From an optimization exercise on the open Yosys and OpenROAD flow, aimed at small area; shortcuts taken in it are not production practice. Only simulation tests tie the RTL to the original design; equivalence was not proved.

## v6
## vstu_top
module vstu_top (
  input  logic                                             clk_i,
  input  logic                                             rst_ni,
  input  vstu_pkg::store_req_t                             req_i,
  input  logic                                             req_valid_i,
  output logic                                             req_ready_o,
  input  vstu_pkg::done_vec_t                              running_i,
  input  logic [4-1:0][8*8-1:0] operand_i,
  input  logic [4-1:0]                        operand_valid_i,
  output logic [4-1:0]                        operand_ready_o,
  input  vstu_pkg::burst_req_t                             burst_i,
  input  logic                                             burst_valid_i,
  output logic                                             burst_ready_o,
  output vstu_pkg::w_beat_t                                w_o,
  output logic                                             w_valid_o,
  input  logic                                             w_ready_i,
  input  logic                                             b_valid_i,
  output logic                                             b_ready_o,
  output logic                                             store_pending_o,
  output logic                                             store_complete_o,
  output vstu_pkg::done_vec_t                              done_o
);
==> module w_beat_packer, before the edit <==
module w_beat_packer (
  input  logic                 clk_i,
  input  logic                 rst_ni,
  input  vstu_pkg::store_req_t issue_i,
  input  logic                 issue_valid_i,
  output logic                 issue_done_o,
  input  vstu_pkg::vrf_word_t  word_i,
  input  logic                 word_valid_i,
  output logic                 word_ready_o,
  input  vstu_pkg::burst_req_t burst_i,
  input  logic                 burst_valid_i,
  output logic                 burst_ready_o,
  output vstu_pkg::w_beat_t    w_o,
  output logic                 w_valid_o,
  input  logic                 w_ready_i
);
  localparam int unsigned LANES     = 4;
  localparam int unsigned BUS_BYTES = 8;
  localparam int unsigned LANE_W    = 8 * 8;
  localparam int unsigned VL_W      = 8;
  logic [VL_W-1:0]      store_beat_q;
  vstu_pkg::burst_len_t beat_cnt_q;
  logic                 w_valid_q;
  logic [LANE_W-1:0]    w_data_q;
  logic [2:0]           w_top_q;
  logic [VL_W-1:0]      vl_m1;
  logic [VL_W-1:0]      last_beat;
  logic [2:0]           tail_top;
  logic                 store_end;
  logic                 burst_end;
  logic                 slot_free;
  logic                 beat_fire;
  logic [2:0]           top_d;
  logic [BUS_BYTES-1:0] strb_d;
  logic [LANES-1:0]     lane_sel;
  assign vl_m1 = issue_i.vl - 1'b1;
  always_comb begin : p_size
    unique case (issue_i.vsew)
      vstu_pkg::VSEW_8: begin
        last_beat = {3'b000, vl_m1[VL_W-1:3]};
        tail_top  = vl_m1[2:0];
      end
      vstu_pkg::VSEW_16: begin
        last_beat = {2'b00, vl_m1[VL_W-1:2]};
        tail_top  = {vl_m1[1:0], 1'b1};
      end
      vstu_pkg::VSEW_32: begin
        last_beat = {1'b0, vl_m1[VL_W-1:1]};
        tail_top  = {vl_m1[0], 2'b11};
      end
      default: begin
        last_beat = vl_m1;
        tail_top  = 3'b111;
      end
    endcase
  end
  assign store_end = (store_beat_q == last_beat);
  assign burst_end = (beat_cnt_q == burst_i.len);
  assign top_d     = store_end ? tail_top : 3'b111;
  assign slot_free = !w_valid_q || w_ready_i;
  assign beat_fire = issue_valid_i && word_valid_i && burst_valid_i && slot_free;
  assign burst_ready_o = beat_fire && burst_end;
  assign issue_done_o  = beat_fire && store_end;
  assign word_ready_o  = beat_fire && (store_end || (store_beat_q[1:0] == 2'(LANES - 1)));
  for (genvar b = 0; b < BUS_BYTES; b++) begin : gen_strb
    assign strb_d[b] = (3'(b) <= top_d);
  end
  for (genvar l = 0; l < LANES; l++) begin : gen_sel
    assign lane_sel[l] = (store_beat_q[1:0] == 2'(l));
  end
  logic [LANE_W-1:0] w_data_d;
  always_comb begin : p_data
    for (int b = 0; b < BUS_BYTES; b++) begin
      w_data_d[8*b +: 8] = {8{!slot_free}} & w_data_q[8*b +: 8];
      for (int l = 0; l < LANES; l++) begin
        w_data_d[8*b +: 8] = w_data_d[8*b +: 8] |
          ({8{slot_free && lane_sel[l] && strb_d[b]}} & word_i[LANE_W*l + 8*b +: 8]);
      end
    end
  end
  always_ff @(posedge clk_i or negedge rst_ni) begin
    if (!rst_ni) begin
      w_valid_q <= 1'b0;
    end else begin
      w_valid_q <= beat_fire || (w_valid_q && !w_ready_i);
    end
  end
  always_ff @(posedge clk_i) begin
    if (!issue_valid_i || (beat_fire && store_end)) begin
      store_beat_q <= '0;
    end else if (beat_fire) begin
      store_beat_q <= store_beat_q + 1'b1;
    end
    if (!issue_valid_i || (beat_fire && burst_end)) begin
      beat_cnt_q <= '0;
    end else if (beat_fire) begin
      beat_cnt_q <= beat_cnt_q + 1'b1;
    end
  end
  always_ff @(posedge clk_i) begin
    w_data_q <= w_data_d;
    if (slot_free) begin
      w_top_q <= top_d;
    end
  end
  for (genvar b = 0; b < BUS_BYTES; b++) begin : gen_strb_o
    assign w_o.strb[b] = (3'(b) <= w_top_q);
  end
  assign w_o.data  = w_data_q;
  assign w_o.last  = (beat_cnt_q == '0);
  assign w_valid_o = w_valid_q;
endmodule
clock: 8.0 ns
lec_check: 0
cap_margin: 20
core_margin: 2
core_utilization: 50
slew_margin: 20
standard.sh (not shown) runs the stock make flow with config.mk's settings and CLKGATE_MAP_FILE= SYNTH_SCRIPT=/design/flow/synth_recipe.tcl, a recipe that flattens the netlist after the stock synthesis.
==> flow/flow/run.sh <==
#!/bin/bash
# Layout flow: the standard ORFS flow (standard.sh) with three changes:
#  - synthesis is synth_recipe.tcl unchanged except that Yosys's abc call maps the
#    combinational logic with flow/abc_area.script (area-oriented) instead of ORFS's
#    speed script; flip-flop mapping, flattening and renaming are untouched
#  - port buffers use the smallest buffer cell
#  - the clock tree uses clkbuf_8 sink clusters and no dummy loads
# Each tool's output goes to a log file in this folder.
set -euo pipefail
HERE=$(pwd)
ABC_SCRIPT=$HERE/flow/abc_area.script
source $HERE/flow/settings.sh

# ORFS synth.tcl with the abc script argument replaced
sed 's#^\(\s*\)log_cmd abc {\*}$abc_args#\1set abc_args [lreplace $abc_args 1 1 '"$ABC_SCRIPT"']\n&#' \
  $FLOW_HOME/scripts/synth.tcl > $HERE/synth_area.tcl
grep -q "lreplace \$abc_args 1 1 $ABC_SCRIPT" $HERE/synth_area.tcl
sed 's#source $::env(SCRIPTS_DIR)/synth.tcl#source '"$HERE"'/synth_area.tcl#' \
  $HERE/synth_recipe.tcl > $HERE/synth_recipe_area.tcl
grep -q "source $HERE/synth_area.tcl" $HERE/synth_recipe_area.tcl

export BUFFER_PORTS_ARGS="-buffer_cell sky130_fd_sc_hd__buf_1"
export CTS_ARGS="-sink_clustering_enable -repair_clock_nets -dont_use_dummy_load $CTS_EXTRA"
bash standard.sh SYNTH_SCRIPT=$HERE/synth_recipe_area.tcl finish > $HERE/standard.log 2>&1
==> flow/flow/abc_area.script <==
strash
dch -f
amap -F 8 -A 16
topo
stime -c
==> flow/flow/settings.sh <==
CTS_EXTRA="-buf_list sky130_fd_sc_hd__clkbuf_8 -sink_clustering_size 17 -sink_clustering_max_diameter 80"
### v6 -> v7
--- a/flow/design.v
+++ b/flow/design.v
@@ -158,4 +158,5 @@
   logic [LANE_W-1:0]    w_data_q;
   logic [2:0]           w_top_q;
+  logic                 w_last_q;
   logic [VL_W-1:0]      vl_m1;
   logic [VL_W-1:0]      last_beat;
@@ -235,5 +236,6 @@
     w_data_q <= w_data_d;
     if (slot_free) begin
-      w_top_q <= top_d;
+      w_top_q  <= top_d;
+      w_last_q <= burst_end;
     end
   end
@@ -242,5 +244,5 @@
   end
   assign w_o.data  = w_data_q;
-  assign w_o.last  = (beat_cnt_q == '0);
+  assign w_o.last  = w_last_q;
   assign w_valid_o = w_valid_q;
 endmodule
--- outcome ---
- Area of the die essentially unchanged between v7 and v6.
- [compare] base=v6 new=v7: synthesized-area fraction occupied by xor and xnor cells saw little to no change, row count stayed essentially flat, post-synthesis area per instance barely changed, layout multi-input combinational cell count did not really move, TritonCTS sink count neither gained nor lost much.
- Shortest clock period the worst path allows after layout in v7 is 0.12 ns above v6.
- Against v6, v7 comes in 1.5 points higher on share of the clock period used by the worst path.
- Compared with v6, v7 shows a routed metal-1 wire length that is 0.70% lower.
- Between v7 and v6, the final standard cell area without fillers figures differ only marginally.
- v7: flow completed, timing, DRC and antenna clean

==> static timing again, ports no longer ideal <==
Ports are ideal in the flow. The routed layouts listed here were re-timed in OpenROAD.
Step 1 sets driving cells, clkbuf_16 on the clock port and buf_2 on the other inputs (assumed; they add their load-dependent delay and slew).
Step 2 adds t to the input delays and takes it off the output delays; t is the mean of the earliest and latest rising clock arrival at the registers after step 1. Input paths then give back, and output paths get back, about the clock's delay inside the block.
Slacks: ideal / step 1 / step 2; pairs: ideal / step 1.
run	t (ns)	setup slack, ns	clock arrival spread, ns	worst register clock-pin slew, ns
v6	0.635	1.611 / 1.611 / 1.611	0.061 / 0.060	0.12 / 0.12
v7	0.623	1.492 / 1.492 / 1.492	0.066 / 0.065	0.11 / 0.11
After both steps every run listed still meets setup and hold.
